Context: an optimization exercise on an open-source flow, tuned for small area, a short achievable clock period and few clock cycles per item. The choices shown serve that exercise and are no tape-out recipe. In this exercise RTL edits were held to simulation tests only and were not proved equivalent to the original.

[flow/flow/run.sh]
#!/bin/bash
# Standard synthesis and layout, with these changes to how the layout is made:
# - port buffers use the plain buf_1 cell (every input and output port is
#   still buffered);
set -euo pipefail
export BUFFER_PORTS_ARGS="-buffer_cell sky130_fd_sc_hd__buf_1"
bash standard.sh SETUP_SLACK_MARGIN=13.5 MATCH_CELL_FOOTPRINT=0 \
  "BUFFER_PORTS_ARGS=-buffer_cell sky130_fd_sc_hd__buf_1" finish > standard_flow.log 2>&1
[flow/standard.sh]
#!/bin/bash
# synth_recipe.tcl (not shown) runs the flow's synth.tcl, then flattens the netlist and writes it again
# the make line also repeats each setting of config.mk as NAME=value (left out here)
make -C /OpenROAD-flow-scripts/flow DESIGN_CONFIG=/design/flow/config.mk WORK_HOME=/design/flow/orfs CLKGATE_MAP_FILE= SYNTH_SCRIPT=/design/flow/synth_recipe.tcl "${@:-finish}"
[flow/config.mk]
export PLATFORM = sky130hd
export DESIGN_NAME = mod_vector_seq
export DESIGN_NICKNAME = mod_vector_seq
export VERILOG_FILES = /design/flow/design.v
export SDC_FILE = /design/flow/constraint.sdc
export NUM_CORES = 4
export LEC_CHECK = 0
export ABC_AREA = 1
export CAP_MARGIN = 30
export CORE_MARGIN = 2
export CORE_UTILIZATION = 40
export SLEW_MARGIN = 30
[flow/constraint.sdc]
create_clock -name core_clock -period 22.0 [get_ports {clk}]
set_input_delay 4.4000 -clock core_clock [delete_from_list [all_inputs] [get_ports {clk}]]
set_output_delay 4.4000 -clock core_clock [all_outputs]
set_load 0.01 [all_outputs]
[flow/design.v]
`default_nettype none
module mod_vector_seq #(
  parameter int N  = 8,
  parameter int W  = 16,
  parameter int WW = 32,
  parameter int K  = 4
) (
  input  logic            clk,
  input  logic            rst,
  input  logic            in_valid,
  output logic            in_ready,
  input  logic [N*WW-1:0] in_vec,
  input  logic [W-1:0]    q_in,
  input  logic            signed_mode,
  output logic            out_valid,
  input  logic            out_ready,
  output logic [N*W-1:0]  out_vec,
  output logic            err
);
  localparam int G  = WW / K;            
  localparam int GL = (WW - W) / K;      
  localparam int GW = $clog2(G);
  logic [GW-1:0]  ld_cnt;                
  logic           act;                   
  logic           bb_v;                  
  logic           bb_last;               
  logic [K-1:0]   bb    [N];             
  logic [W-1:0]   q_r;                   
  logic           qz_r;                  
  logic [W-1:0]   r     [N];             
  logic [W-1:0]   r0    [N];             
  logic [W-1:0]   rs    [N];             
  logic idle, stall, start, qlong, qzero;
  logic [GW-1:0] g0, ld_sel;
  assign stall  = out_valid & ~out_ready;
  assign idle   = ~act & ~bb_v;
  assign start  = idle & in_valid & ~stall;
  assign qlong  = q_in[W-1];
  assign qzero  = (q_in == '0);
  assign g0     = qlong ? GW'(GL) : '0;
  assign ld_sel = idle ? g0 : ld_cnt;
  assign in_ready = act & (ld_cnt == GW'(G - 1));
  function automatic logic [W-1:0] step(input logic [W-1:0] rr,
                                        input logic         b,
                                        input logic [W-1:0] q);
    logic [W:0]   t;
    logic [W+1:0] s;
    t = {rr, b};
    s = {1'b0, t} + {2'b01, ~q} + 1'b1;
    step = s[W+1] ? s[W-1:0] : t[W-1:0];
  endfunction
  logic [W-1:0] qa;
  assign qa = idle ? q_in : q_r;
  always_comb begin
    for (int i = 0; i < N; i++) begin
      logic [WW-1:0] x;
      logic          sneg, add;
      logic [W-1:0]  h, a;
      logic [W:0]    t;
      logic [W+1:0]  s;
      x    = in_vec[i*WW +: WW];
      sneg = signed_mode & x[WW-1];
      h    = qlong ? x[WW-1 -: W] : {W{sneg}};
      add  = idle & sneg;
      a    = r[i];
      for (int j = K - 1; j >= 1; j--)
        a = step(a, bb[i][j] & ~qz_r, q_r);
      t    = idle ? {1'b0, h} : {a, bb[i][0] & ~qz_r};
      s    = {1'b0, t} + (add ? {2'b00, qa} : {2'b01, ~qa}) + {{(W+1){1'b0}}, ~add};
      rs[i] = (s[W+1] | add) ? s[W-1:0] : t[W-1:0];
      r0[i] = rs[i] & {W{~qzero}};
    end
  end
  always_ff @(posedge clk) begin
    for (int i = 0; i < N; i++) begin
      bb[i] <= in_vec[i*WW + WW - 1 - int'(ld_sel) * K -: K];
      if (!stall)
        r[i] <= idle ? r0[i] : rs[i];
    end
    if (idle) begin
      q_r  <= q_in;
      qz_r <= qzero;
    end
  end
  always_ff @(posedge clk or posedge rst) begin
    if (rst) begin
      act       <= 1'b0;
      bb_v      <= 1'b0;
      bb_last   <= 1'b0;
      ld_cnt    <= '0;
      out_valid <= 1'b0;
      err       <= 1'b0;
    end else begin
      bb_v    <= start | act;
      bb_last <= act & (ld_cnt == GW'(G - 1));
      if (start) begin
        act    <= 1'b1;
        ld_cnt <= g0 + 1'b1;
      end else if (act) begin
        ld_cnt <= ld_cnt + 1'b1;
        if (ld_cnt == GW'(G - 1))
          act <= 1'b0;
      end
      if (out_valid && out_ready)
        out_valid <= 1'b0;
      if (bb_v && bb_last) begin
        out_valid <= 1'b1;
        err       <= qz_r;
      end
    end
  end
  always_comb
    for (int i = 0; i < N; i++)
      out_vec[i*W +: W] = r[i];
endmodule
`default_nettype wire
==> impl_results.rst, run 1 <==
.. list-table::
   :header-rows: 1

   * - Metric
     - Value
   * - Std cell rows
     - about 120
   * - Ys Warns
     - 5
   * - Number of maximum-capacitance violations
     - 0
   * - Setup TNS
     - 0 ns
   * - Global Route met3 Usage
     - 0.06174
   * - Maximum achievable frequency
     - 0.1207 GHz
   * - Endpoint arrival time on the critical path
     - 8.70 ns
   * - Area fraction of the dominant cell type after synthesis
     - 0.1631
   * - Cell count after synthesis
     - around 7000
   * - Library cells used by synthesis
     - 65
   * - Slew Limit Headroom
     - 0.2341
   * - Run status
     - complete, no violations
   * - Share of final-layout standard cells stronger than drive strength 1
     - 0.1206
   * - Congestion Overflow GR
     - 0
   * - Port Buffers
     - 407
   * - Setup repair after global routing missed its margin
     - yes
   * - Count of hold-fix buffers inserted at cts
     - 0
   * - Number of clock sinks
     - approximately 190
   * - Number of global-route vias before repair
     - about 46000
   * - Placeable core area
     - approximately 110000 sq um
   * - Die Height
     - roughly 330 microns
   * - Gpl congestion
     - 1.045
   * - Least setup slack across all paths after layout
     - 13.71 ns
   * - GRT busiest layer
     - met2
   * - Die area
     - roughly 110000 sq um
   * - Slew at the pin with the worst max-slew slack
     - 1.137 ns
   * - Area after DPL
     - 45440 sq um
   * - Net count reported at finish
     - 8289
   * - Setup Skew
     - 0.02047 ns
   * - Worst setup path class
     - reg2reg
   * - Synthesized area divided by synthesized cell count
     - 6.169 sq um
   * - Post-Route WL
     - 204.3 mm
   * - Cell type with the largest total area after synthesis
     - sky130_fd_sc_hd__nand2_1
   * - Master cell of the clock root buffer
     - sky130_fd_sc_hd__clkbuf_16
   * - Number of enable-type register cells in the synthesized netlist
     - 129
   * - Crit path max-delay cell type
     - sky130_fd_sc_hd__ha_1
   * - Via density
     - between 5 and 6
   * - Category of the worst setup path launch point
     - register
   * - Number of max-slew violations in the final report
     - 0
   * - Initial Util
     - 0.4044
   * - Horizontal extent of the die
     - approximately 330 microns
   * - IO Count
     - 408
   * - Worst slack at placement
     - ~11 ns
   * - Maximum level of the CTS H-tree
     - 4
   * - Router iterations before antenna repair
     - 7
   * - Max stage delay on crit path
     - ~0.38 ns
   * - Count of vias placed by the detailed router
     - 51230
   * - Worst-case clock buffer depth
     - 2
   * - Number of CTS-inserted buffers
     - 17
   * - Layout overhead on the synthesized area
     - 18.30%
   * - Number of antenna violations at the first check in global routing
     - 13
   * - Global Route met1 Usage
     - 0.4665
   * - Proportion of synthesized chip area in sequential cells
     - 0.1178
   * - Most Frequent Cell on Critical Path
     - sky130_fd_sc_hd__nand2_1
   * - Worst Path Max Fanout
     - 13
   * - Final setup violation count
     - 0
   * - Final-layout fill cell count
     - 11230
   * - Flop and latch count out of synthesis
     - about 190
   * - Dominant register cell in the synthesized netlist
     - sky130_fd_sc_hd__edfxtp_1
   * - Clock insertion delay at the later pin of the skew report
     - 0.55 ns
   * - Post-route DRC violation count
     - 0
   * - Commonest non-fill, non-tap cell in the layout
     - sky130_fd_sc_hd__nand2_1
   * - Post-synth ARST share
     - 0.04324
   * - Cell area after layout
     - around 51000 sq um
   * - TritonCTS clock tree
     - done
   * - GRT Resource Usage Total
     - 0.3503
   * - Final worst path period share
     - 0.3766
   * - Element type at the critical path end
     - register
   * - Hold Violations, Final
     - 0
   * - HPWL after detailed placement
     - 152.6 mm
   * - Detailed-route wire length per cell
     - 23.03 microns
   * - DRC marker count from the first detailed-route iteration
     - 5027
   * - Period minus WS final
     - 8.285 ns
   * - Type of the tightest min-delay check
     - reg2reg
   * - Met2 layer usage reported by global route
     - 0.5514
   * - Clock input transition at the sequential cells of the worst setup and hold paths
     - 0.08 ns
   * - Most frequent cells in the layout
     - 1810 x sky130_fd_sc_hd__nand2_1, 745 x sky130_fd_sc_hd__inv_1, 576 x sky130_fd_sc_hd__a21oi_1
   * - Maximum number of pins on one net before global-route repair
     - 110
   * - Synthesized netlist net count
     - 7752
   * - Dominant cells by area after synthesis
     - sky130_fd_sc_hd__nand2_1 16%, sky130_fd_sc_hd__ha_1 15%, sky130_fd_sc_hd__edfxtp_1 9.1%
   * - Mapped cell area
     - approximately 43000 sq um
   * - Final ANT Viol Nets
     - 0
   * - First-pass GRT wire length
     - 285.5 mm
   * - Worst EP required
     - 22.41 ns
[worst max-delay path, delay by kind of cell (launching register included)]
family	cells	cell delay, ns
AND/OR/NAND/NOR	29	3.45
buffers and inverters	12	1.51
adder cells (fa/ha/maj)	4	1.41
AO/OA/AOI/OAI	7	1.39
flip-flops	1	0.34
[kinds of logic after synthesis]
logic type	share of synthesized area
AOI/OAI and AO/OA	0.2145
xor gates and xnor gates	0.09958
adders and majority gates	0.1654
buffers and inverters	0.09920
DFF	0.1178
muxes	0.0004683
and+or+nand+nor	0.3030
[synth_stat cells (75+ instances only)]
master	count
sky130_fd_sc_hd__xor2_1	301
sky130_fd_sc_hd__clkbuf_1	78
sky130_fd_sc_hd__o21ai_1	80
sky130_fd_sc_hd__xnor2_1	185
sky130_fd_sc_hd__inv_1	770
sky130_fd_sc_hd__nor2_1	425
sky130_fd_sc_hd__edfxtp_1	129
sky130_fd_sc_hd__ha_1	514
sky130_fd_sc_hd__a21oi_1	652
sky130_fd_sc_hd__nand4_1	75
sky130_fd_sc_hd__o21ai_0	593
sky130_fd_sc_hd__nand3_1	459
sky130_fd_sc_hd__nand2_1	1857
[cell type report]
class / count / area (sq um) / share of cell area
timing repair inverter: 7 / 50.05 / 0.0009897
antenna: 2 / 5.005 / 0.00009897
tap: 1391 / 1740 / 0.03442
timing repair buffer: 711 / 4394 / 0.08689
multi-input combinational: 5738 / 35590 / 0.7038
sequential: 185 / 5041 / 0.09969
inverter: 806 / 3196 / 0.06319
clock buffer: 20 / 436.7 / 0.008635
clock inverter: 12 / 116.4 / 0.002301
[what timing repair did]
action | in CTS | in global routing
pin swaps | 21 | 95
cloned | 15 | 16
hold endpoints to repair | 0 | 0
endpoints found under the setup margin | 128 | 128
setup buffers | 60 | 182
resized for setup | 208 | 399
[final timing paths]
check | from | endpoint | slack [ns] | depth (start not counted)
setup / recovery | q_r[13] | r[3][14] | 13.71 | 52
max in group asynchronous | rst | ld_cnt[0] | 17.93 | 2
setup reg to reg | q_r[13] | r[3][14] | 13.71 | 52
hold reg to reg | bb_last | out_valid | 0.53 | 2
min in group asynchronous | rst | err | 3.79 | 2
hold / removal | bb_last | out_valid | 0.53 | 2
[metrics by stage]
step           hold slack [ns]  instances  utilization
6_report                0.5329       8872       0.4784
5_1_grt                 0.5655       8870       0.4783
4_1_cts                 0.5289       8671       0.4478
3_5_place_dp            0.5008       8564       0.4298
3_3_place_gp            0.4938       8562       0.4293
2_1_floorplan           0.4581       6929            -
[state kept, by name (all words and copies together) (netlist names)]
signal and cells:
out_valid 1, bb 32, qz_r 1, q_r 16
bb_last 1, err 1, ld_cnt 3, r 128
act 1, bb_v 1
[metal layers]
metal,routed length (microns),vias up
li1,-,24360
met1,84730,23820
met2,88760,2569
met3,20170,480
met4,10600,6
met5,49,-
Testbench counts, summed over its fixed seeds: cycles 10,248, items 2,048.
==> run 2: changes to the inputs <==
--- a/flow/config.mk
+++ b/flow/config.mk
@@ -12 +12,2 @@
 export SLEW_MARGIN = 30
+export TNS_END_PERCENT = 5
==> run 2 against run 1 <==
Effect of this change:
- non-clock buffer count rose by 24
- register-to-register slack worse by 0.05 ns
- sequential share of layout area down 0.054 points
- sequential cell count unchanged
- global-route usage decreased by 0.22 points
- hold slack gained 0.019 ns
- first-iteration DRC count grew 9.9%
- worst setup slack worse by 0.046 ns
- fmax is 0.55% lower
- critical path type unchanged
==> impl_results.rst, run 2 <==
.. list-table::
   :header-rows: 1

   * - Metric
     - Value
   * - Hold Slack
     - 0.5522 ns (+0.01929 ns)
   * - Setup TNS
     - 0 ns (unchanged)
   * - Number of global-route vias before repair
     - 45200 (-0.81%)
   * - Flop and latch count out of synthesis
     - 185 (unchanged)
   * - Synthesized area divided by synthesized cell count
     - 6.169 sq um (unchanged)
   * - Number of CTS-inserted buffers
     - 17 (unchanged)
   * - Synthesized netlist net count
     - 7752 (unchanged)
   * - Register containing the most flip-flops in the final layout
     - r
   * - Cell area after layout
     - 50910 sq um (+0.67%)
   * - Number of antenna violations at the first check in global routing
     - 4 (-9)
   * - Std cell rows
     - 119 (unchanged)
   * - Final setup violation count
     - 0 (unchanged)
   * - Number of instances in the placed design
     - 8567 (+0.035%)
   * - Number of maximum-capacitance violations
     - 0 (unchanged)
   * - Type of the tightest min-delay check
     - reg2reg
   * - Share of final-layout standard cells stronger than drive strength 1
     - 0.1243 (+0.003729)
   * - IO Count
     - 408 (unchanged)
   * - Most frequent cells in the layout
     - 1807 x sky130_fd_sc_hd__nand2_1, 747 x sky130_fd_sc_hd__inv_1, 584 x sky130_fd_sc_hd__a21oi_1
   * - Period minus WS final
     - 8.331 ns (+0.04580 ns)
   * - Dominant register cell in the synthesized netlist
     - sky130_fd_sc_hd__edfxtp_1
   * - Post-synth ARST share
     - 0.04324 (unchanged)
   * - Crit path max-delay cell type
     - sky130_fd_sc_hd__edfxtp_1
   * - Final ANT Viol Nets
     - 0 (unchanged)
   * - Via density
     - 5.747 (-0.47%)
   * - Die Height
     - 330.9 microns (unchanged)
   * - Count of cell instances traversed by the critical path
     - 52 (unchanged)
   * - Area after DPL
     - 45470 sq um (about the same)
   * - Number of max-slew violations in the final report
     - 0 (unchanged)
   * - Worst-case clock buffer depth
     - 2 (unchanged)
   * - Worst Hold Launch
     - bb_last
   * - Detailed-route wire length per cell
     - 22.87 microns (-0.69%)
   * - Master cell of the clock root buffer
     - sky130_fd_sc_hd__clkbuf_16
   * - Worst Path Max Fanout
     - 12 (-1)
   * - Post-route non-filler standard cell count
     - 8898 (+0.29%)
   * - Gpl congestion
     - 0.9997 (-4.3%)
   * - Hold Violations, Final
     - 0 (unchanged)
   * - Number of enable-type register cells in the synthesized netlist
     - 129 (unchanged)
   * - Worst setup path class
     - reg2reg
   * - Ys Warns
     - 5 (unchanged)
   * - Port Buffers
     - 407 (unchanged)
   * - Maximum achievable frequency
     - 0.1200 GHz (-0.55%)
   * - Post-Route WL
     - 203.5 mm (-0.40%)
   * - Number of clock sinks
     - 185 (unchanged)
   * - Clock input transition at the sequential cells of the worst setup and hold paths
     - 0.11 ns (+0.03 ns)
   * - Proportion of synthesized chip area in sequential cells
     - 0.1178 (unchanged)
   * - Run status
     - complete, no violations
   * - Category of the worst setup path launch point
     - register
   * - Area fraction of the dominant cell type after synthesis
     - 0.1631 (unchanged)
   * - Critical path's top delay family
     - simple AND/OR/NAND/NOR gates
   * - Worst slack at placement
     - 11.67 ns (+0.3284 ns)
   * - Most Frequent Cell on Critical Path
     - sky130_fd_sc_hd__nand2_1
   * - Cell depth of the worst flop-to-flop path
     - 52 (unchanged)
   * - Cell count after synthesis
     - 6929 (unchanged)
   * - Endpoint arrival time on the critical path
     - 8.65 ns (-0.05 ns)
   * - Layout overhead on the synthesized area
     - 19.09%
   * - Least setup slack across all paths after layout
     - 13.67 ns (-0.04580 ns)
   * - DRC marker count from the first detailed-route iteration
     - 5523 (+9.9%)
   * - HPWL after detailed placement
     - 153.0 mm (+0.29%)
   * - Max stage delay on crit path
     - 0.58 ns (+0.20 ns)
   * - Cell type with the largest total area after synthesis
     - sky130_fd_sc_hd__nand2_1
   * - Worst EP required
     - 22.32 ns (-0.09 ns)
   * - Number of flip-flops in the largest register
     - 128 (unchanged)
   * - Final worst path period share
     - 0.3787 (+0.002082)
   * - Regs by FF count
     - r (128), bb (32), q_r (16)
   * - GRT Resource Usage Total
     - 0.3481 (-0.002181)
   * - TritonCTS clock tree
     - done
   * - Congestion Overflow GR
     - 0 (unchanged)
   * - Horizontal extent of the die
     - 330.9 microns (unchanged)
   * - Worst hold path depth
     - 2 (unchanged)
   * - Source of the critical timing path
     - r[1][12]
   * - RR Startpoint
     - r[1][12]
   * - Slew Limit Headroom
     - 0.3216 (+0.08741)
   * - Placeable core area
     - 105700 sq um (unchanged)
   * - First-pass GRT wire length
     - 283.5 mm (-0.73%)
   * - Clock insertion delay at the later pin of the skew report
     - 0.57 ns (+0.02 ns)
   * - Net count reported at finish
     - 8314 (+0.30%)
   * - Setup Skew
     - 0.03420 ns (+0.01373 ns)
   * - Buffer and inverter count on the worst path
     - 9 (-3)
   * - Setup repair after global routing missed its margin
     - yes
   * - Most common library cells after synthesis
     - 1857 x sky130_fd_sc_hd__nand2_1, 770 x sky130_fd_sc_hd__inv_1, 652 x sky130_fd_sc_hd__a21oi_1, 593 x sky130_fd_sc_hd__o21ai_0, 514 x sky130_fd_sc_hd__ha_1
   * - Library cells used by synthesis
     - 65 (unchanged)
   * - Post-route DRC violation count
     - 0 (unchanged)
   * - Count of vias placed by the detailed router
     - 51140 (-0.17%)
   * - Router iterations before antenna repair
     - 8 (+1)
   * - Library cell with the highest instance count after synthesis
     - sky130_fd_sc_hd__nand2_1
   * - Initial Util
     - 0.4044 (unchanged)
   * - Die area
     - 109500 sq um (unchanged)
   * - Mapped cell area
     - 42750 sq um (unchanged)
   * - Maximum number of pins on one net before global-route repair
     - 106 (-3.6%)
   * - Slew at the pin with the worst max-slew slack
     - 1.018 ns (-0.1191 ns)
   * - Element type at the critical path end
     - register
   * - Core occupancy in the finished layout
     - 0.4815 (+0.003184)
   * - Maximum level of the CTS H-tree
     - 4 (unchanged)
   * - Dominant cells by area after synthesis
     - sky130_fd_sc_hd__nand2_1 16%, sky130_fd_sc_hd__ha_1 15%, sky130_fd_sc_hd__edfxtp_1 9.1%
   * - Count of hold-fix buffers inserted at cts
     - 0 (unchanged)
   * - Commonest non-fill, non-tap cell in the layout
     - sky130_fd_sc_hd__nand2_1
-- run 2: per-layer routing --
| metal | track usage | vias up | routed length, microns | part of all wire |
|---|---|---|---|---|
| li1 | - | 24420 | - | - |
| met1 | 0.4662 | 23790 | 85360 | 0.42 |
| met2 | 0.5433 | 2445 | 87830 | 0.43 |
| met3 | 0.05869 | 485 | 19130 | 0.094 |
| met4 | 0.1635 | 4 | 11140 | 0.055 |
| met5 | 0 | - | 24 | 0.00012 |
-- run 2: what timing repair did --
action                                  4_1_cts  5_1_grt
gates resized for setup                     193      429
buffers inserted                             59      203
hold endpoints to repair                      0        0
gates cloned                                 13       20
endpoints found under the setup margin      128      128
pin swaps                                    21      104
-- run 2: tightest hold or removal path: stages, from the launching register on --
cell and delay [ns]:
sky130_fd_sc_hd__dfrtp_1 0.33, sky130_fd_sc_hd__nand2_1 0.10, sky130_fd_sc_hd__nand2_1 0.09
-- run 2: final timing paths --
path	endpoint	slack [ns]
setup / recovery	r[1][7]	13.67
hold / removal	out_valid	0.55
setup reg to reg	r[1][7]	13.67
hold reg to reg	out_valid	0.55
max in group asynchronous	ld_cnt[1]	17.92
min in group asynchronous	ld_cnt[2]	3.80
-- run 2: kinds of logic after synthesis --
kind of cell	count (synthesis)	synth area share
XOR/XNOR	486	0.09958
adder cells (fa/ha/maj)	546	0.1654
buffers and inverters	1028	0.09920
AO/OA/AOI/OAI	1647	0.2145
flip-flops	185	0.1178
AND/OR/NAND/NOR	3035	0.3030
multiplexers	2	0.0004683
-- run 2: layout make-up --
type                            count  area, sq um
Fill cell                       11260        54810
Multi-Input combinational cell   5737        35680
Sequential cell                   185         5047
Timing Repair Buffer              735         4547
Inverter                          806         3233
Tap cell                         1391         1740
Clock buffer                       17        425.4
Clock inverter                     15        155.1
Timing Repair inverter              9        70.07
Antenna cell                        3        7.507
==> run 3: changes to the inputs <==
--- a/flow/design.v
+++ b/flow/design.v
@@ -20,3 +20,3 @@
   localparam int G  = WW / K;            
-  localparam int GL = (WW - W) / K;      
+  localparam int GM = W / K;             
   localparam int GW = $clog2(G);
@@ -32,3 +32,3 @@
   logic [W-1:0]   rs    [N];             
-  logic idle, stall, start, qlong, qzero;
+  logic idle, stall, start, qzero;
   logic [GW-1:0] g0, ld_sel;
@@ -37,5 +37,9 @@
   assign start  = idle & in_valid & ~stall;
-  assign qlong  = q_in[W-1];
   assign qzero  = (q_in == '0);
-  assign g0     = qlong ? GW'(GL) : '0;
+  always_comb begin
+    g0 = '0;
+    for (int g = 1; g <= GM; g++)
+      if ((q_in >> (g * K - 1)) != '0)
+        g0 = GW'(g);
+  end
   assign ld_sel = idle ? g0 : ld_cnt;
@@ -62,3 +66,7 @@
       sneg = signed_mode & x[WW-1];
-      h    = qlong ? x[WW-1 -: W] : {W{sneg}};
+      h    = {W{sneg}};
+      for (int g = 1; g <= GM; g++)
+        if (g0 == GW'(g))
+          for (int j = 0; j < g * K; j++)
+            h[j] = x[WW - g * K + j];
       add  = idle & sneg;
--- a/flow/flow/run.sh
+++ b/flow/flow/run.sh
@@ -6,3 +6,3 @@
 export BUFFER_PORTS_ARGS="-buffer_cell sky130_fd_sc_hd__buf_1"
-bash standard.sh SETUP_SLACK_MARGIN=13.5 MATCH_CELL_FOOTPRINT=0 \
+bash standard.sh SETUP_SLACK_MARGIN=13 MATCH_CELL_FOOTPRINT=0 \
   "BUFFER_PORTS_ARGS=-buffer_cell sky130_fd_sc_hd__buf_1" finish > standard_flow.log 2>&1
--- a/flow/config.mk
+++ b/flow/config.mk
@@ -12,2 +12 @@
 export SLEW_MARGIN = 30
-export TNS_END_PERCENT = 5
==> run 3 against run 2 <==
Effect of this change:
- critical path type is now in2reg
- sequential share of layout area shrank 0.086 points
- sequential cell count is the same
- synthesized area grew 5.7%
- count of clock-buffer cells in the layout grew 1
- still clean on timing, DRC and antenna
- first-iteration DRC count grew 24%
- core utilization shrank 2.5 points
- largest cell class unchanged
==> impl_results.rst, run 3 <==
.. list-table::
   :header-rows: 1

   * - Metric
     - Value
   * - Run status
     - complete, no violations
   * - Std cell rows
     - 123 (+3.4%)
   * - Count of vias placed by the detailed router
     - 55530 (+8.6%)
   * - Area after DPL
     - 47960 sq um (+5.5%)
   * - Final-layout fill cell count
     - 12270 (+8.9%)
   * - Number of maximum-capacitance violations
     - 0 (unchanged)
   * - Worst-case clock buffer depth
     - 2 (unchanged)
   * - Cell count after synthesis
     - 7441 (+7.4%)
   * - Number of antenna violations at the first check in global routing
     - 87 (+83)
   * - Net count reported at finish
     - 8667 (+4.2%)
   * - Horizontal extent of the die
     - 340.2 microns (+2.8%)
   * - Number of CTS-inserted buffers
     - 17 (unchanged)
   * - Congestion Overflow GR
     - 0 (unchanged)
   * - Worst slack at placement
     - 11.41 ns (-0.2547 ns)
   * - Worst Hold Launch
     - bb_last
   * - HPWL after detailed placement
     - 175.1 mm (+14%)
   * - Clock insertion delay at the later pin of the skew report
     - 0.54 ns (-0.03 ns)
   * - Synthesized netlist net count
     - 8257 (+6.5%)
   * - Die area
     - 115700 sq um (+5.7%)
   * - Maximum level of the CTS H-tree
     - 4 (unchanged)
   * - Category of the worst setup path launch point
     - primary input
   * - Number of clock sinks
     - 185 (unchanged)
   * - Final worst path period share
     - 0.4047 (+0.02603)
   * - Placeable core area
     - 112300 sq um (+6.3%)
   * - First-pass GRT wire length
     - 325.3 mm (+15%)
   * - Period minus WS final
     - 8.904 ns (+0.5726 ns)
   * - Router iterations before antenna repair
     - 7 (-1)
   * - Commonest non-fill, non-tap cell in the layout
     - sky130_fd_sc_hd__nand2_1
   * - Cell type with the largest total area after synthesis
     - sky130_fd_sc_hd__nand2_1
   * - Share of final-layout standard cells stronger than drive strength 1
     - 0.08444 (-0.03990)
   * - Slew at the pin with the worst max-slew slack
     - 1.054 ns (+0.03681 ns)
   * - Number of global-route vias before repair
     - 49850 (+10%)
   * - RR Startpoint
     - q_r[6]
   * - Proportion of synthesized chip area in sequential cells
     - 0.1114 (-0.006400)
   * - IO Count
     - 408 (unchanged)
   * - Clock input transition at the sequential cells of the worst setup and hold paths
     - 0.09 ns (-0.02 ns)
   * - Worst EP required
     - 22.43 ns (+0.11 ns)
   * - Setup repair after global routing missed its margin
     - no
   * - TritonCTS clock tree
     - done
   * - Master cell of the clock root buffer
     - sky130_fd_sc_hd__clkbuf_16
   * - Post-Route WL
     - 233.2 mm (+15%)
   * - Cell area after layout
     - 51320 sq um (+0.80%)
   * - Die Height
     - 340.2 microns (+2.8%)
   * - Library cells used by synthesis
     - 68 (+4.6%)
   * - Flop and latch count out of synthesis
     - 185 (unchanged)
   * - Element type at the critical path end
     - register
   * - Maximum achievable frequency
     - 0.1123 GHz (-6.4%)
   * - Setup Skew
     - 0.02526 ns (-0.008936 ns)
   * - Layout overhead on the synthesized area
     - 13.52%
   * - Dominant cells by area after synthesis
     - sky130_fd_sc_hd__nand2_1 17%, sky130_fd_sc_hd__ha_1 14%, sky130_fd_sc_hd__edfxtp_1 8.6%
   * - Register containing the most flip-flops in the final layout
     - r
   * - Area fraction of the dominant cell type after synthesis
     - 0.1725 (+0.009408)
   * - Number of enable-type register cells in the synthesized netlist
     - 129 (unchanged)
   * - Regs by FF count
     - r (128), bb (32), q_r (16)
   * - Hold Violations, Final
     - 0 (unchanged)
   * - Post-route DRC violation count
     - 0 (unchanged)
   * - Synthesized area divided by synthesized cell count
     - 6.075 sq um (-1.5%)
   * - Initial Util
     - 0.4023 (-0.002006)
   * - Core occupancy in the finished layout
     - 0.4568 (-0.02478)
   * - Port Buffers
     - 407 (unchanged)
   * - Least setup slack across all paths after layout
     - 13.10 ns (-0.5726 ns)
   * - Endpoint arrival time on the critical path
     - 9.34 ns (+0.69 ns)
   * - Maximum number of pins on one net before global-route repair
     - 121 (+14%)
   * - Detailed-route wire length per cell
     - 24.78 microns (+8.4%)
   * - Post-synth ARST share
     - 0.04324 (unchanged)
   * - Worst setup path class
     - in2reg
   * - Ys Warns
     - 5 (unchanged)
   * - Mapped cell area
     - 45200 sq um (+5.7%)
   * - Final ANT Viol Nets
     - 0 (unchanged)
   * - Type of the tightest min-delay check
     - reg2reg
   * - Setup TNS
     - 0 ns (unchanged)
   * - Number of flip-flops in the largest register
     - 128 (unchanged)
   * - Worst Path Max Fanout
     - 120 (+108)
   * - DRC marker count from the first detailed-route iteration
     - 6840 (+24%)
   * - Dominant register cell in the synthesized netlist
     - sky130_fd_sc_hd__edfxtp_1
   * - Final setup violation count
     - 0 (unchanged)
   * - Library cell with the highest instance count after synthesis
     - sky130_fd_sc_hd__nand2_1
   * - GRT Resource Usage Total
     - 0.3765 (+0.02836)
   * - Slew Limit Headroom
     - 0.2970 (-0.02454)
   * - Most frequent cells in the layout
     - 2056 x sky130_fd_sc_hd__nand2_1, 788 x sky130_fd_sc_hd__inv_1, 634 x sky130_fd_sc_hd__nor2_1
   * - Via density
     - 5.902 (+2.7%)
   * - Source of the critical timing path
     - q_in[15]
   * - Number of max-slew violations in the final report
     - 0 (unchanged)
   * - Gpl congestion
     - 1.032 (+3.2%)
   * - Most common library cells after synthesis
     - 2077 x sky130_fd_sc_hd__nand2_1, 820 x sky130_fd_sc_hd__inv_1, 648 x sky130_fd_sc_hd__nor2_1, 521 x sky130_fd_sc_hd__a21oi_1, 507 x sky130_fd_sc_hd__ha_1
==> run 3: timing repair <==
item	4_1_cts	5_1_grt
pin swaps	12	44
setup endpoints to repair	160	134
cloned	13	27
buffers inserted	38	85
hold buffers	0	0
gates resized for setup	125	237
hold endpoints to repair	0	0
==> run 3: metal layers <==
metal	wire, microns	GRT usage
met4	14250	0.1921
met3	32540	0.1299
met2	92280	0.5344
met1	93580	0.5009
met5	526	0
==> run 3: cell type report <==
cell class / instances / area, sq um / share of cell area
Clock inverter: 14 / 146.4 / 0.002853
Clock buffer: 18 / 450.4 / 0.008778
Antenna cell: 45 / 112.6 / 0.002194
Multi-Input combinational cell: 6184 / 36890 / 0.7189
Sequential cell: 185 / 5044 / 0.09829
Tap cell: 1500 / 1877 / 0.03657
Timing Repair Buffer: 602 / 3388 / 0.06603
Timing Repair inverter: 2 / 15.01 / 0.0002926
Inverter: 859 / 3391 / 0.06608
==> run 3: worst paths after layout <==
kind,end,slack (ns),cells after the start
worst min-delay path,out_valid,0.52,2
worst min register to register,out_valid,0.52,2
min in group asynchronous,out_valid,3.84,2
worst max-delay path,bb[7][3],13.10,20
worst max register to register,r[7][8],13.41,50
max in group asynchronous,ld_cnt[2],17.82,2
==> run 3: worst max-delay path, cell delays in order <==
cell	delay, ns
sky130_fd_sc_hd__clkbuf_2	0.08
sky130_fd_sc_hd__buf_4	0.28
sky130_fd_sc_hd__nor2_8	0.18
sky130_fd_sc_hd__buf_6	0.39
sky130_fd_sc_hd__nand3_4	0.41
sky130_fd_sc_hd__nand2_2	0.17
sky130_fd_sc_hd__nand2_2	0.09
sky130_fd_sc_hd__o21ai_4	0.06
sky130_fd_sc_hd__buf_6	0.38
sky130_fd_sc_hd__bufinv_8	0.49
sky130_fd_sc_hd__ha_4	0.70
sky130_fd_sc_hd__clkinv_8	0.36
sky130_fd_sc_hd__o21ai_0	0.22
sky130_fd_sc_hd__a21oi_1	0.12
sky130_fd_sc_hd__o21ai_0	0.25
sky130_fd_sc_hd__o21ai_1	0.18
sky130_fd_sc_hd__nand2_1	0.14
sky130_fd_sc_hd__nand3_1	0.08
sky130_fd_sc_hd__nand2_1	0.14
sky130_fd_sc_hd__nand2_1	0.06
==> run 3: kinds of logic after synthesis <==
logic type	synth area share
AOI/OAI and AO/OA	0.2005
xor gates and xnor gates	0.09572
adders and majority gates	0.1545
muxes	0.0008858
and+or+nand+nor	0.3355
buffers and inverters	0.1016
DFF	0.1114
==> run 3: metrics by stage <==
step	hold WS, ns	instances
CTS	0.5173	9252
finish	0.5232	9409
floorplan	0.4581	7441
global route	0.5306	9391
global placement	0.4958	9168
detailed placement	0.4938	9169
Testbench counts of run 3, summed over its fixed seeds: cycles 10,248, items 2,048.
==> run 4: changes to the inputs <==
==> flow/run.sh (new file) <==
#!/bin/bash
# synth_recipe.tcl (not shown) runs the flow's synth.tcl, then flattens the netlist and writes it again
# the make line also repeats each setting of config.mk as NAME=value (left out here)
make -C /OpenROAD-flow-scripts/flow DESIGN_CONFIG=/design/flow/config.mk WORK_HOME=/design/flow/orfs CLKGATE_MAP_FILE= SYNTH_SCRIPT=/design/flow/synth_recipe.tcl finish
--- a/flow/config.mk
+++ b/flow/config.mk
@@ -8,5 +8,5 @@
 export ABC_AREA = 1
-export CAP_MARGIN = 30
+export CAP_MARGIN = 20
 export CORE_MARGIN = 2
 export CORE_UTILIZATION = 40
-export SLEW_MARGIN = 30
+export SLEW_MARGIN = 20
removed: flow/flow/run.sh
removed: flow/standard.sh
==> run 4 against run 3 <==
Effect of this change:
- register-to-register slack worse by 2.0 ns
- worst setup slack worse by 1.6 ns
- critical path type is now reg2reg
- critical path depth up 31
- synthesized area unchanged
- synthesized cell count did not move
- clock skew up 0.0049 ns
- final cell count shrank 1.9%
- sequential cell count is the same
- non-clock buffer count down 117
- die area stayed put
- hold slack worse by 0.036 ns
==> impl_results.rst, run 4 <==
.. list-table::
   :header-rows: 1

   * - Metric
     - Value
   * - Run status
     - complete, no violations
   * - Post-Route WL
     - 225.1 mm (-3.5%)
   * - Post-route non-filler standard cell count
     - 9234 (-1.9%)
   * - Setup repair after global routing missed its margin
     - no
   * - Endpoint arrival time on the critical path
     - 10.86 ns (+1.52 ns)
   * - Proportion of synthesized chip area in sequential cells
     - 0.1114 (unchanged)
   * - Count of hold-fix buffers inserted at cts
     - 0 (unchanged)
   * - Commonest non-fill, non-tap cell in the layout
     - sky130_fd_sc_hd__nand2_1
   * - Layout overhead on the synthesized area
     - 13.22%
   * - Port Buffers
     - 407 (unchanged)
   * - Critical path's top delay family
     - simple AND/OR/NAND/NOR gates
   * - Detailed-route wire length per cell
     - 24.38 microns (-1.6%)
   * - Initial Util
     - 0.4023 (unchanged)
   * - Slew Limit Headroom
     - 0.1665 (-0.1305)
   * - Number of maximum-capacitance violations
     - 0 (unchanged)
   * - CTS resizes
     - 0 (-100%)
   * - Congestion Overflow GR
     - 0 (unchanged)
   * - Worst Hold Launch
     - bb_last
   * - Crit path max-delay cell type
     - sky130_fd_sc_hd__inv_1
   * - Worst-case clock buffer depth
     - 2 (unchanged)
   * - Register containing the most flip-flops in the final layout
     - r
   * - Synthesized netlist net count
     - 8257 (unchanged)
   * - Slew at the pin with the worst max-slew slack
     - 1.246 ns (+0.1919 ns)
   * - Die Height
     - 340.2 microns (unchanged)
   * - Placeable core area
     - 112300 sq um (unchanged)
   * - Via density
     - 5.820 (-1.4%)
   * - Flop2flop setup slack
     - 11.45 ns (-1.96 ns)
   * - Post-synth ARST share
     - 0.04324 (unchanged)
   * - Net count reported at finish
     - 8511 (-1.8%)
   * - Worst EP required
     - 22.31 ns (-0.12 ns)
   * - Gpl congestion
     - 1.038 (+0.60%)
   * - Category of the worst setup path launch point
     - register
   * - Library cell with the highest instance count after synthesis
     - sky130_fd_sc_hd__nand2_1
   * - Hold Slack
     - 0.4873 ns (-0.03586 ns)
   * - Setup TNS
     - 0 ns (unchanged)
   * - Cell count after synthesis
     - 7441 (unchanged)
   * - Dominant cells by area after synthesis
     - sky130_fd_sc_hd__nand2_1 17%, sky130_fd_sc_hd__ha_1 14%, sky130_fd_sc_hd__edfxtp_1 8.6%
   * - Most frequent cells in the layout
     - 2076 x sky130_fd_sc_hd__nand2_1, 802 x sky130_fd_sc_hd__inv_1, 642 x sky130_fd_sc_hd__nor2_1
   * - Number of global-route vias before repair
     - 48640 (-2.4%)
   * - Std cell rows
     - 123 (unchanged)
   * - DRC marker count from the first detailed-route iteration
     - 6348 (-7.2%)
   * - Period minus WS final
     - 10.55 ns (+1.647 ns)
   * - Regs by FF count
     - r (128), bb (32), q_r (16)
   * - Router iterations before antenna repair
     - 8 (+1)
   * - Post-route DRC violation count
     - 0 (unchanged)
   * - Hold Crit Endpoint
     - out_valid
   * - HPWL after detailed placement
     - 176.9 mm (+1.0%)
   * - Element type at the critical path end
     - register
   * - Number of CTS-inserted buffers
     - 17 (unchanged)
   * - Most Frequent Cell on Critical Path
     - sky130_fd_sc_hd__nand2_1
   * - Most common library cells after synthesis
     - 2077 x sky130_fd_sc_hd__nand2_1, 820 x sky130_fd_sc_hd__inv_1, 648 x sky130_fd_sc_hd__nor2_1, 521 x sky130_fd_sc_hd__a21oi_1, 507 x sky130_fd_sc_hd__ha_1
   * - Cell type with the largest total area after synthesis
     - sky130_fd_sc_hd__nand2_1
   * - Global Route met3 Usage
     - 0.09104 (-0.03882)
   * - Clock input transition at the sequential cells of the worst setup and hold paths
     - 0.10 ns (about the same)
   * - GRT busiest layer
     - met2
   * - RR Startpoint
     - q_r[5]
   * - Max stage delay on crit path
     - 0.50 ns (-0.20 ns)
   * - Mapped cell area
     - 45200 sq um (unchanged)
   * - Number of instances in the placed design
     - 9176 (+0.076%)
   * - Worst hold path depth
     - 2 (unchanged)
   * - Final worst path period share
     - 0.4796 (+0.07487)
   * - Buffer and inverter count on the worst path
     - 8 (+2)
   * - Ys Warns
     - 5 (unchanged)
   * - Synthesized area divided by synthesized cell count
     - 6.075 sq um (unchanged)
   * - Cell depth of the worst flop-to-flop path
     - 51 (+2.0%)
   * - Library cells used by synthesis
     - 68 (unchanged)
   * - Maximum level of the CTS H-tree
     - 4 (unchanged)
   * - Buffers inserted by post-CTS timing repair
     - 0 (-100%)
   * - Number of flip-flops in the largest register
     - 128 (unchanged)
   * - Global Route met1 Usage
     - 0.5138 (+0.01282)
   * - Maximum number of pins on one net before global-route repair
     - 123 (+1.7%)
   * - Hold Violations, Final
     - 0 (unchanged)
   * - Worst setup path class
     - reg2reg
   * - Share of final-layout standard cells stronger than drive strength 1
     - 0.05073 (-0.03371)
   * - TritonCTS clock tree
     - done
   * - IO Count
     - 408 (unchanged)
   * - Master cell of the clock root buffer
     - sky130_fd_sc_hd__clkbuf_16
   * - Number of max-slew violations in the final report
     - 0 (unchanged)
   * - Worst Path Max Fanout
     - 28 (-77%)
   * - Final ANT Viol Nets
     - 0 (unchanged)
   * - First-pass GRT wire length
     - 321.2 mm (-1.3%)
   * - Count of vias placed by the detailed router
     - 53740 (-3.2%)
   * - Horizontal extent of the die
     - 340.2 microns (unchanged)
   * - Worst flop-to-flop path endpoint
     - r[5][14]
   * - GRT Resource Usage Total
     - 0.3727 (-0.003769)
   * - Maximum achievable frequency
     - 0.09478 GHz (-16%)
   * - Number of enable-type register cells in the synthesized netlist
     - 129 (unchanged)
   * - Dominant register cell in the synthesized netlist
     - sky130_fd_sc_hd__edfxtp_1
   * - Met2 layer usage reported by global route
     - 0.5332 (-0.001146)
   * - Setup Skew
     - 0.03020 ns (+0.004935 ns)
   * - Number of clock sinks
     - 185 (unchanged)
   * - Type of the tightest min-delay check
     - reg2reg
   * - Clock insertion delay at the later pin of the skew report
     - 0.55 ns (about the same)
   * - Area fraction of the dominant cell type after synthesis
     - 0.1725 (unchanged)
   * - Die area
     - 115700 sq um (unchanged)
   * - Number of antenna violations at the first check in global routing
     - 31 (-64%)
   * - Flop and latch count out of synthesis
     - 185 (unchanged)
   * - Final setup violation count
     - 0 (unchanged)
## run 4: cell types whose count changed in the layout (fill, tap and decap cells not counted), moves of 25 or more
cell,before,now
sky130_fd_sc_hd__o21ai_0,391,447
sky130_fd_sc_hd__o21ai_2,50,22
sky130_fd_sc_hd__buf_4,150,76
sky130_fd_sc_hd__clkdlybuf4s50_1,0,406
sky130_fd_sc_hd__nand3_4,51,15
sky130_fd_sc_hd__o21ai_1,142,117
sky130_fd_sc_hd__buf_1,405,0
## run 4: metrics by stage
stage	utilization	instance area (sq um)	worst slack, ns
after global routing	0.4553	51150	10.57
after floorplan	-	45200	13.27
after global placement	0.4498	50530	11.29
after detailed placement	0.4498	50530	11.23
final	0.4555	51180	11.45
after CTS	0.4550	51110	11.59
## run 4: worst max-delay path by stage
stage               cells after the start  startpoint  slack [ns]  endpoint
global placement                       19    q_in[11]       11.29  bb[7][3]
finish                                 51      q_r[5]       11.45  r[5][14]
detailed placement                     19    q_in[11]       11.23  bb[7][3]
CTS                                    48      q_r[6]       11.59  r[4][13]
floorplan                              55      q_r[1]       13.27  r[6][14]
global route                           48      q_r[6]       10.57  r[4][13]
## run 4: kinds of logic (layout without fill, tap and decap cells)
kind of cell    after synthesis  after routing  synth area share
mux                           4              4         0.0008858
other cells                   0             26                 0
flops                       185            185            0.1114
fa+ha+maj                   539            539            0.1545
simple gates               3548           3548            0.3355
buf+inv                    1109           1376            0.1016
compound gates             1562           1562            0.2005
xor+xnor                    494            494           0.09572
## run 4: area by class of cell
class / instances / area [sq um]
fillers: 12070 / 61170
multi-input cells: 6147 / 35700
flip-flops and latches: 185 / 5037
repair buffers: 485 / 4679
inverters: 859 / 3239
well taps: 1500 / 1877
clock buffers: 18 / 430.4
clock inverters: 14 / 147.6
diodes: 26 / 65.06
## run 4: layer usage
metal | vias to the layer above | share of wire | routed length [microns]
met5 | - | 0.00039 | 88
met4 | 14 | 0.058 | 13020
met3 | 578 | 0.12 | 26720
met2 | 2917 | 0.40 | 89920
met1 | 24860 | 0.42 | 95360
li1 | 25370 | - | -
## run 4: tightest hold or removal path: stages (launching register included)
cell and delay (ns):
sky130_fd_sc_hd__dfrtp_1 0.33, sky130_fd_sc_hd__nand2_1 0.08, sky130_fd_sc_hd__nand2_1 0.07
==> run 5: changes to the inputs <==
==> flow/design.v (replaced) <==
`default_nettype none
module mod_vector_seq #(
  parameter int N  = 8,
  parameter int W  = 16,
  parameter int WW = 32,
  parameter int K  = 4
) (
  input  logic            clk,
  input  logic            rst,
  input  logic            in_valid,
  output logic            in_ready,
  input  logic [N*WW-1:0] in_vec,
  input  logic [W-1:0]    q_in,
  input  logic            signed_mode,
  output logic            out_valid,
  input  logic            out_ready,
  output logic [N*W-1:0]  out_vec,
  output logic            err
);
  localparam int G  = WW / K;            
  localparam int GL = (WW - W) / K;      
  localparam int GW = $clog2(G);
  logic [GW-1:0]  ld_cnt;                
  logic           act;                   
  logic           bb_v;                  
  logic           bb_last;               
  logic           prim;                  
  logic [K-1:0]   bb    [N];             
  logic [W-1:0]   h_r   [N];             
  logic [W-1:0]   q1_r;                  
  logic [W-1:0]   nq_r;                  
  logic           qz_r;                  
  logic [W-1:0]   r     [N];             
  logic [W-1:0]   h0    [N];             
  logic [W-1:0]   rs    [N];             
  logic idle, stall, start, qlong, qzero;
  logic [GW-1:0] g0, ld_sel;
  assign stall  = out_valid & ~out_ready;
  assign idle   = ~act & ~bb_v;
  assign start  = idle & prim & in_valid & ~stall;
  assign qlong  = q_in[W-1];
  assign qzero  = (q_in == '0);
  assign g0     = qlong ? GW'(GL) : '0;
  assign ld_sel = act ? ld_cnt : start ? g0 + 1'b1 : g0;
  assign in_ready = act & (ld_cnt == GW'(G - 1));
  function automatic logic [W-1:0] step(input logic [W-1:0] rr,
                                        input logic         b,
                                        input logic [W-1:0] nq);
    logic [W:0]   t;
    logic [W+1:0] s;
    t = {rr, b};
    s = {1'b0, t} + {2'b01, nq} + 1'b1;
    step = s[W+1] ? s[W-1:0] : t[W-1:0];
  endfunction
  always_comb begin
    for (int i = 0; i < N; i++) begin
      logic [WW-1:0] x;
      logic          sneg;
      logic [W-1:0]  h, a;
      logic [W:0]    s;
      x    = in_vec[i*WW +: WW];
      sneg = signed_mode & x[WW-1] & ~qzero;
      h    = qlong ? x[WW-1 -: W] : {W{sneg}};
      s    = {1'b0, h} + {1'b0, sneg ? q_in : ~q_in} + {{W{1'b0}}, ~sneg};
      h0[i] = (sneg | s[W]) ? s[W-1:0] : h;
      a = idle ? h_r[i] : r[i];
      for (int j = K - 1; j >= 0; j--)
        a = step(a, bb[i][j] & ~qz_r, (j == K - 1) ? ~q1_r : nq_r);
      rs[i] = a;
    end
  end
  always_ff @(posedge clk) begin
    for (int i = 0; i < N; i++) begin
      bb[i]  <= in_vec[i*WW + WW - 1 - int'(ld_sel) * K -: K];
      h_r[i] <= h0[i];
      if (!stall)
        r[i] <= rs[i];
    end
    if (!act) begin
      q1_r <= q_in;
      nq_r <= ~q_in;
      qz_r <= qzero;
    end
  end
  always_ff @(posedge clk or posedge rst) begin
    if (rst) begin
      act       <= 1'b0;
      bb_v      <= 1'b0;
      bb_last   <= 1'b0;
      prim      <= 1'b0;
      ld_cnt    <= '0;
      out_valid <= 1'b0;
      err       <= 1'b0;
    end else begin
      prim    <= in_valid;
      bb_v    <= start | act;
      bb_last <= act & (ld_cnt == GW'(G - 1));
      if (start) begin
        act    <= 1'b1;
        ld_cnt <= g0 + 2'd2;
      end else if (act) begin
        ld_cnt <= ld_cnt + 1'b1;
        if (ld_cnt == GW'(G - 1))
          act <= 1'b0;
      end
      if (out_valid && out_ready)
        out_valid <= 1'b0;
      if (bb_v && bb_last) begin
        out_valid <= 1'b1;
        err       <= qz_r;
      end
    end
  end
  always_comb
    for (int i = 0; i < N; i++)
      out_vec[i*W +: W] = r[i];
endmodule
`default_nettype wire
==> run 5 against run 4 <==
Effect of this change:
- highest routed layer unchanged
- wire length increased by 7.3%
- core utilization increased by 0.48 points
- clock skew increased by 0.028 ns
- critical endpoint is now r[0][13]
- synthesized cell count increased by 11%
- critical path depth decreased by 1
- still clean
- cell area increased by 16%
==> impl_results.rst, run 5 <==
.. list-table::
   :header-rows: 1

   * - Metric
     - Value
   * - Worst Path Max Fanout
     - 66 (+140%)
   * - Hold Violations, Final
     - 0 (unchanged)
   * - RR Startpoint
     - act
   * - Hold Crit Endpoint
     - out_valid
   * - Multi-input logic area
     - 40290 sq um (+13%)
   * - Library cell with the highest instance count after synthesis
     - sky130_fd_sc_hd__nand2_1
   * - Post-route DRC violation count
     - 0 (unchanged)
   * - Final ANT Viol Nets
     - 0 (unchanged)
   * - Setup repair after global routing missed its margin
     - no
   * - Commonest non-fill, non-tap cell in the layout
     - sky130_fd_sc_hd__nand2_1
   * - Worst setup path class
     - reg2reg
   * - Fraction of the mapped netlist area in simple logic gates
     - 0.3266 (-0.008925)
   * - Number of CTS-inserted buffers
     - 47 (+30)
   * - Adder-cell area share of the yosys netlist
     - 0.1701 (+0.01559)
   * - Clock insertion delay at the later pin of the skew report
     - 0.67 ns (+0.12 ns)
   * - Number of antenna violations at the first check in global routing
     - 20 (-35%)
   * - Std cell rows
     - 132 (+7.3%)
   * - Worst-case clock buffer depth
     - 3 (+1)
   * - Category of the worst setup path launch point
     - register
   * - Layout overhead on the synthesized area
     - 14.30%
   * - Buffers inserted by post-CTS timing repair
     - 0 (unchanged)
   * - Maximum achievable frequency
     - 0.08029 GHz (-15%)
   * - CTS resizes
     - 0 (unchanged)
   * - Area after DPL
     - 57890 sq um (+15%)
   * - Type of the tightest min-delay check
     - reg2reg
   * - Master cell of the clock root buffer
     - sky130_fd_sc_hd__clkbuf_16
   * - Complex-gate fraction of the synthesized area
     - 0.1779 (-0.02255)
   * - Slew at the pin with the worst max-slew slack
     - 1.225 ns (-0.02093 ns)
   * - Largest family of logic cells by synthesized area
     - simple AND/OR/NAND/NOR gates
   * - Share of synthesized area spent on multiplexers
     - 0.0003844 (-0.0005014)
   * - Gpl congestion
     - 1.025 (-1.2%)
   * - Most frequent cells in the layout
     - 2870 x sky130_fd_sc_hd__nand2_1, 756 x sky130_fd_sc_hd__a21oi_1, 643 x sky130_fd_sc_hd__ha_1
   * - Number of max-slew violations in the final report
     - 0 (unchanged)
   * - Flop2flop setup slack
     - 9.55 ns (-1.90 ns)
   * - Final-layout fill cell count
     - 13680 (+13%)
   * - Maximum number of pins on one net before global-route repair
     - 72 (-41%)
   * - Count of hold-fix buffers inserted at cts
     - 0 (unchanged)
   * - Cell count after synthesis
     - 8235 (+11%)
   * - Die Height
     - 364.8 microns (+7.3%)
   * - Most common library cells after synthesis
     - 2871 x sky130_fd_sc_hd__nand2_1, 756 x sky130_fd_sc_hd__a21oi_1, 644 x sky130_fd_sc_hd__ha_1, 606 x sky130_fd_sc_hd__inv_1, 585 x sky130_fd_sc_hd__o21ai_0
   * - Crit path max-delay cell type
     - sky130_fd_sc_hd__nand4_1
   * - Synthesized area divided by synthesized cell count
     - 6.324 sq um (+4.1%)
   * - Number of clock sinks
     - 330 (+78%)
   * - DRC marker count from the first detailed-route iteration
     - 6589 (+3.8%)
   * - HPWL after detailed placement
     - 192.0 mm (+8.6%)
   * - Clock input transition at the sequential cells of the worst setup and hold paths
     - 0.06 ns (-0.04 ns)
   * - Proportion of synthesized chip area in sequential cells
     - 0.1587 (+0.04728)
   * - First-pass GRT wire length
     - 346.5 mm (+7.9%)
   * - Post-Route WL
     - 241.6 mm (+7.3%)
   * - Post-synth ARST share
     - 0.02727 (-0.01597)
   * - Element type at the critical path end
     - register
   * - Period minus WS final
     - 12.45 ns (+1.904 ns)
   * - Final worst path period share
     - 0.5661 (+0.08653)
   * - Area share of xor/xnor cells in the synthesized design
     - 0.09805 (+0.002331)
   * - Run status
     - complete, no violations
   * - Via density
     - 5.684 (-2.3%)
   * - Worst EP required
     - 22.37 ns (+0.06 ns)
   * - Placeable core area
     - 129300 sq um (+15%)
   * - Number of enable-type register cells in the synthesized netlist
     - 161 (+25%)
   * - Area fraction of the dominant cell type after synthesis
     - 0.2069 (+0.03446)
   * - Number of maximum-capacitance violations
     - 0 (unchanged)
   * - Number of global-route vias before repair
     - 54120 (+11%)
   * - Setup Skew
     - 0.05791 ns (+0.02771 ns)
   * - Horizontal extent of the die
     - 364.8 microns (+7.3%)
   * - Count of vias placed by the detailed router
     - 58770 (+9.4%)
   * - Dominant register cell in the synthesized netlist
     - sky130_fd_sc_hd__edfxtp_1
   * - Congestion Overflow GR
     - 0 (unchanged)
   * - Endpoint arrival time on the critical path
     - 12.82 ns (+1.96 ns)
   * - Final setup violation count
     - 0 (unchanged)
   * - Cell type with the largest total area after synthesis
     - sky130_fd_sc_hd__nand2_1
   * - Share of final-layout standard cells stronger than drive strength 1
     - 0.04191 (-0.008817)
   * - Mapped cell area
     - 52080 sq um (+15%)
   * - Initial Util
     - 0.4027 (about the same)
   * - Worst Hold Launch
     - bb_last
   * - Register cell area after layout
     - 8263 sq um (+64%)
   * - Setup TNS
     - 0 ns (unchanged)
   * - Port Buffers
     - 407 (unchanged)
   * - Worst flop-to-flop path endpoint
     - r[0][13]
   * - Dominant cells by area after synthesis
     - sky130_fd_sc_hd__nand2_1 21%, sky130_fd_sc_hd__ha_1 15%, sky130_fd_sc_hd__edfxtp_1 9.3%
   * - Most Frequent Cell on Critical Path
     - sky130_fd_sc_hd__nand2_1
   * - Die area
     - 133100 sq um (+15%)
   * - Net count reported at finish
     - 9513 (+12%)
   * - Router iterations before antenna repair
     - 6 (-2)
   * - Regs by FF count
     - h_r (128), r (128), bb (32)
   * - GRT Resource Usage Total
     - 0.3495 (-0.02319)
   * - Detailed-route wire length per cell
     - 23.37 microns (-4.1%)
   * - Slew Limit Headroom
     - 0.1821 (+0.01566)
   * - Cell area after layout
     - 59520 sq um (+16%)
   * - Flop and latch count out of synthesis
     - 330 (+78%)
   * - Library cells used by synthesis
     - 61 (-10%)
   * - Cell depth of the worst flop-to-flop path
     - 50 (-2.0%)
   * - Synthesized netlist net count
     - 9196 (+11%)
   * - TritonCTS clock tree
     - done
   * - Maximum level of the CTS H-tree
     - 2 (-2)
   * - Worst hold path depth
     - 2 (unchanged)
   * - IO Count
     - 408 (unchanged)
   * - Max stage delay on crit path
     - 0.82 ns (+0.32 ns)
   * - Ys Warns
     - 6 (+1)
## run 5: cell types whose count changed in the layout (fill, tap and decap cells not counted), moves of 59 or more
cell	previous run	this run
sky130_fd_sc_hd__dfxtp_1	46	160
sky130_fd_sc_hd__nand2_1	2076	2870
sky130_fd_sc_hd__nor2_1	642	391
sky130_fd_sc_hd__o21ai_0	447	585
sky130_fd_sc_hd__a21oi_1	521	756
sky130_fd_sc_hd__inv_1	802	602
sky130_fd_sc_hd__o21ai_1	117	58
sky130_fd_sc_hd__o211ai_1	113	31
sky130_fd_sc_hd__ha_1	505	643
sky130_fd_sc_hd__xnor2_1	328	218
sky130_fd_sc_hd__xor2_1	166	365
## run 5: layer usage
metal | wire, microns | global-route usage | part of all wire | up-vias
met5 | 154 | 0 | 0.00064 | -
met4 | 10390 | 0.1369 | 0.043 | 8
met3 | 26560 | 0.07923 | 0.11 | 394
met2 | 98200 | 0.5146 | 0.41 | 2779
met1 | 106300 | 0.4900 | 0.44 | 27300
li1 | - | - | - | 28280
## run 5: worst max-delay path by stage
stage              start  endpoint  slack (ns)
6_report             act  r[0][13]        9.55
4_1_cts              act  r[0][13]        9.84
3_3_place_gp         act   r[0][0]       10.07
3_5_place_dp         act  r[0][15]        9.87
5_1_grt              act  r[0][13]        8.28
2_1_floorplan  out_ready  bb[3][2]       11.99
## run 5: metrics by stage
| step | utilization | hold slack (ns) | instances | setup WS [ns] |
|---|---|---|---|---|
| finish | 0.4603 | 0.5074 | 10340 | 9.546 |
| global route | 0.4602 | 0.5389 | 10330 | 8.278 |
| CTS | 0.4601 | 0.5046 | 10330 | 9.841 |
| detailed placement | 0.4477 | 0.4864 | 10250 | 9.871 |
| global placement | 0.4477 | 0.4970 | 10250 | 10.07 |
| floorplan | - | 0.4581 | 8235 | 11.99 |
## run 5: final cells by class
cell class / count / share of cell area
Timing Repair Buffer: 499 / 0.08007
Clock inverter: 29 / 0.004309
Inverter: 638 / 0.04032
Tap cell: 1742 / 0.03662
Antenna cell: 6 / 0.0002522
Clock buffer: 58 / 0.02277
Sequential cell: 330 / 0.1388
Multi-Input combinational cell: 7036 / 0.6769
## run 5: cell families after synthesis
family / count (synthesis)
XOR/XNOR: 583
AO/OA/AOI/OAI: 1694
multiplexers: 2
buffers and inverters: 869
AND/OR/NAND/NOR: 4073
flip-flops: 330
adder cells (fa/ha/maj): 684
## run 5: worst max-delay path: cells and delay by family (launching register included)
kind                     cells  cell delay [ns]
adder cells (fa/ha/maj)      4             1.28
AND/OR/NAND/NOR             30             5.69
AO/OA/AOI/OAI               12             3.05
flip-flops                   1             0.51
buffers and inverters        4             1.48
Testbench counts of run 5, summed over its fixed seeds: cycles 8,208, items 2,048.
==> run 6: changes to the inputs <==
==> flow/flow/run.sh (new file) <==
#!/bin/bash
set -euo pipefail
bash standard.sh SETUP_SLACK_MARGIN=12.5 finish > standard_flow.log 2>&1
==> flow/standard.sh (new file) <==
#!/bin/bash
# synth_recipe.tcl (not shown) runs the flow's synth.tcl, then flattens the netlist and writes it again
# the make line also repeats each setting of config.mk as NAME=value (left out here)
make -C /OpenROAD-flow-scripts/flow DESIGN_CONFIG=/design/flow/config.mk WORK_HOME=/design/flow/orfs CLKGATE_MAP_FILE= SYNTH_SCRIPT=/design/flow/synth_recipe.tcl "${@:-finish}"
--- a/flow/config.mk
+++ b/flow/config.mk
@@ -8,5 +8,5 @@
 export ABC_AREA = 1
-export CAP_MARGIN = 20
+export CAP_MARGIN = 30
 export CORE_MARGIN = 2
 export CORE_UTILIZATION = 40
-export SLEW_MARGIN = 20
+export SLEW_MARGIN = 30
removed: flow/run.sh
==> run 6 against run 5 <==
Effect of this change:
- synthesized cell count stayed put
- die area unchanged
- via count grew 1.6%
- count of clock-buffer cells in the layout grew 6
- global-route usage is 0.54 points lower
- fmax up 33%
- synthesized area unchanged
- non-clock buffer count rose by 69
- clock skew shrank 0.019 ns
==> impl_results.rst, run 6 <==
.. list-table::
   :header-rows: 1

   * - Metric
     - Value
   * - Run status
     - complete, no violations
   * - Mapped cell area
     - 52080 sq um (unchanged)
   * - Final setup violation count
     - 0 (unchanged)
   * - Regs by FF count
     - h_r (128), r (128), bb (32)
   * - Cell type with the largest total area after synthesis
     - sky130_fd_sc_hd__nand2_1
   * - Period minus WS final
     - 9.352 ns (-3.102 ns)
   * - Synthesized netlist net count
     - 9196 (unchanged)
   * - TritonCTS clock tree
     - done
   * - Ys Warns
     - 6 (unchanged)
   * - Number of max-slew violations in the final report
     - 0 (unchanged)
   * - Type of the tightest min-delay check
     - reg2reg
   * - Flop and latch count out of synthesis
     - 330 (unchanged)
   * - Maximum number of pins on one net before global-route repair
     - 85 (+18%)
   * - Port Buffers
     - 407 (unchanged)
   * - Final-layout fill cell count
     - 13630 (-0.31%)
   * - Multi-input logic area
     - 40890 sq um (+1.5%)
   * - Number of enable-type register cells in the synthesized netlist
     - 161 (unchanged)
   * - Setup TNS
     - 0 ns (unchanged)
   * - Synthesized area divided by synthesized cell count
     - 6.324 sq um (unchanged)
   * - Area fraction of the dominant cell type after synthesis
     - 0.2069 (unchanged)
   * - Hold Violations, Final
     - 0 (unchanged)
   * - Hold Slack
     - 0.4893 ns (-0.01815 ns)
   * - Cell count after synthesis
     - 8235 (unchanged)
   * - Initial Util
     - 0.4027 (unchanged)
   * - Most frequent cells in the layout
     - 2856 x sky130_fd_sc_hd__nand2_1, 733 x sky130_fd_sc_hd__a21oi_1, 643 x sky130_fd_sc_hd__ha_1
   * - DRC marker count from the first detailed-route iteration
     - 6336 (-3.8%)
   * - Number of global-route vias before repair
     - 53750 (-0.69%)
   * - Post-route DRC violation count
     - 0 (unchanged)
   * - Worst Path Max Fanout
     - 42 (-36%)
   * - Post-Route WL
     - 241.2 mm (-0.19%)
   * - Horizontal extent of the die
     - 364.8 microns (unchanged)
   * - Worst setup path class
     - in2reg
   * - Detailed-route wire length per cell
     - 23.12 microns (-1.1%)
-- run 6: changes by cell type in the layout (fill, tap and decap cells not counted), sizes merged, moves of 2 or more --
| cell | previous run | this run |
|---|---|---|
| nor2 | 415 | 421 |
| clkinvlp | 3 | 14 |
| nand3 | 518 | 521 |
| clkinv | 18 | 20 |
| inv | 644 | 635 |
| clkbuf | 58 | 64 |
| nand4 | 85 | 88 |
| buf | 93 | 161 |
-- run 6: final timing paths --
| path | start | end | slack (ns) | depth (start not counted) |
|---|---|---|---|---|
| max | out_ready | bb[1][1] | 12.65 | 15 |
| min | err | err | 0.49 | 2 |
| min in group asynchronous | rst | err | 4.08 | 2 |
| max reg2reg | act | r[7][12] | 12.93 | 49 |
| max in group asynchronous | rst | act | 17.56 | 2 |
| min reg2reg | err | err | 0.49 | 2 |
-- run 6: cell type report --
class	count	area share
Antenna cell	7	0.0002871
Clock buffer	64	0.02342
Inverter	638	0.04083
Multi-Input combinational cell	7049	0.6702
Tap cell	1742	0.03573
Clock inverter	22	0.002543
Sequential cell	330	0.1356
Timing Repair Buffer	568	0.09034
Timing Repair inverter	10	0.001107
-- run 6: routing by layer --
metal  global-route usage  share of wire
met5                    0        0.00024
met4               0.1452          0.047
met3              0.07810           0.11
met2               0.5065           0.41
met1               0.4786           0.43
-- run 6: through the flow --
step,setup WS [ns],cells,util,cell area (sq um)
3_3_place_gp,9.962,10230,0.4468,57780
5_1_grt,12.43,10430,0.4717,60990
3_5_place_dp,9.886,10230,0.4469,57790
4_1_cts,12.46,10340,0.4634,59930
2_1_floorplan,13.35,8235,-,52080
6_report,12.65,10430,0.4718,61010
-- run 6: cell families after synthesis --
logic type | count (synthesis) | synth area share
buf+inv | 869 | 0.06833
fa+ha+maj | 684 | 0.1701
flops | 330 | 0.1587
compound gates | 1694 | 0.1779
xor+xnor | 583 | 0.09805
simple gates | 4073 | 0.3266
mux | 2 | 0.0003844
-- run 6: what timing repair did --
| item | in CTS | in global routing |
|---|---|---|
| pin swaps | 10 | 30 |
| buffers inserted | 16 | 66 |
| endpoints found under the setup margin | 149 | 230 |
| gates resized for setup | 87 | 128 |
| cloned | 11 | 13 |
-- run 6: critical path, cell delays in order --
cell and delay, ns:
sky130_fd_sc_hd__clkdlybuf4s50_1 0.45, sky130_fd_sc_hd__inv_1 0.20, sky130_fd_sc_hd__nand2_8 0.44, sky130_fd_sc_hd__nand4_2 0.36, sky130_fd_sc_hd__nand2_4 0.17, sky130_fd_sc_hd__inv_2 0.06, sky130_fd_sc_hd__ha_2 0.68, sky130_fd_sc_hd__inv_1 0.42
sky130_fd_sc_hd__buf_4 0.38, sky130_fd_sc_hd__a21oi_1 0.55, sky130_fd_sc_hd__o21ai_0 0.36, sky130_fd_sc_hd__nand3_1 0.23, sky130_fd_sc_hd__o21ai_0 0.17, sky130_fd_sc_hd__or2_2 0.35, sky130_fd_sc_hd__a31oi_1 0.55

-- static timing again, ports no longer ideal --
Ports are ideal in the flow. The routed layouts listed here were re-timed in OpenROAD.
Step 1 sets driving cells, clkbuf_16 on the clock port and buf_2 on the other inputs (assumed; they add their load-dependent delay and slew).
Step 2 adds t to the input delays and takes it off the output delays; t is the mean of the earliest and latest rising clock arrival at the registers after step 1. Input paths then give back, and output paths get back, about the clock's delay inside the block.
Slacks: ideal / step 1 / step 2; pairs: ideal / step 1.
run | shift t [ns] | slack for setup (ns) | hold WS [ns] | worst register clock-pin slew, ns | worst data-port slew with drivers (ns)
run 1 | 0.607 | 13.715 / 13.715 / 13.211 | 0.533 / 0.533 / 0.533 | 0.09 / 0.09 | 0.16
run 2 | 0.621 | 13.669 / 13.669 / 13.167 | 0.552 / 0.552 / 0.552 | 0.11 / 0.11 | 0.32
run 3 | 0.594 | 13.096 / 13.143 / 12.549 | 0.523 / 0.523 / 0.523 | 0.10 / 0.10 | 0.21
run 4 | 0.603 | 11.449 / 11.449 / 10.961 | 0.487 / 0.487 / 0.487 | 0.10 / 0.10 | 0.19
run 5 | 0.728 | 9.546 / 9.546 / 9.546 | 0.507 / 0.507 / 0.507 | 0.07 / 0.07 | 0.15
run 6 | 0.729 | 12.648 / 12.670 / 11.941 | 0.489 / 0.489 / 0.489 | 0.08 / 0.08 | 0.17
After both steps every run listed still meets setup and hold. For run 6, which loses most, drivers alone change the setup slack by +0.022 ns; drivers and shift together by -0.707 ns.
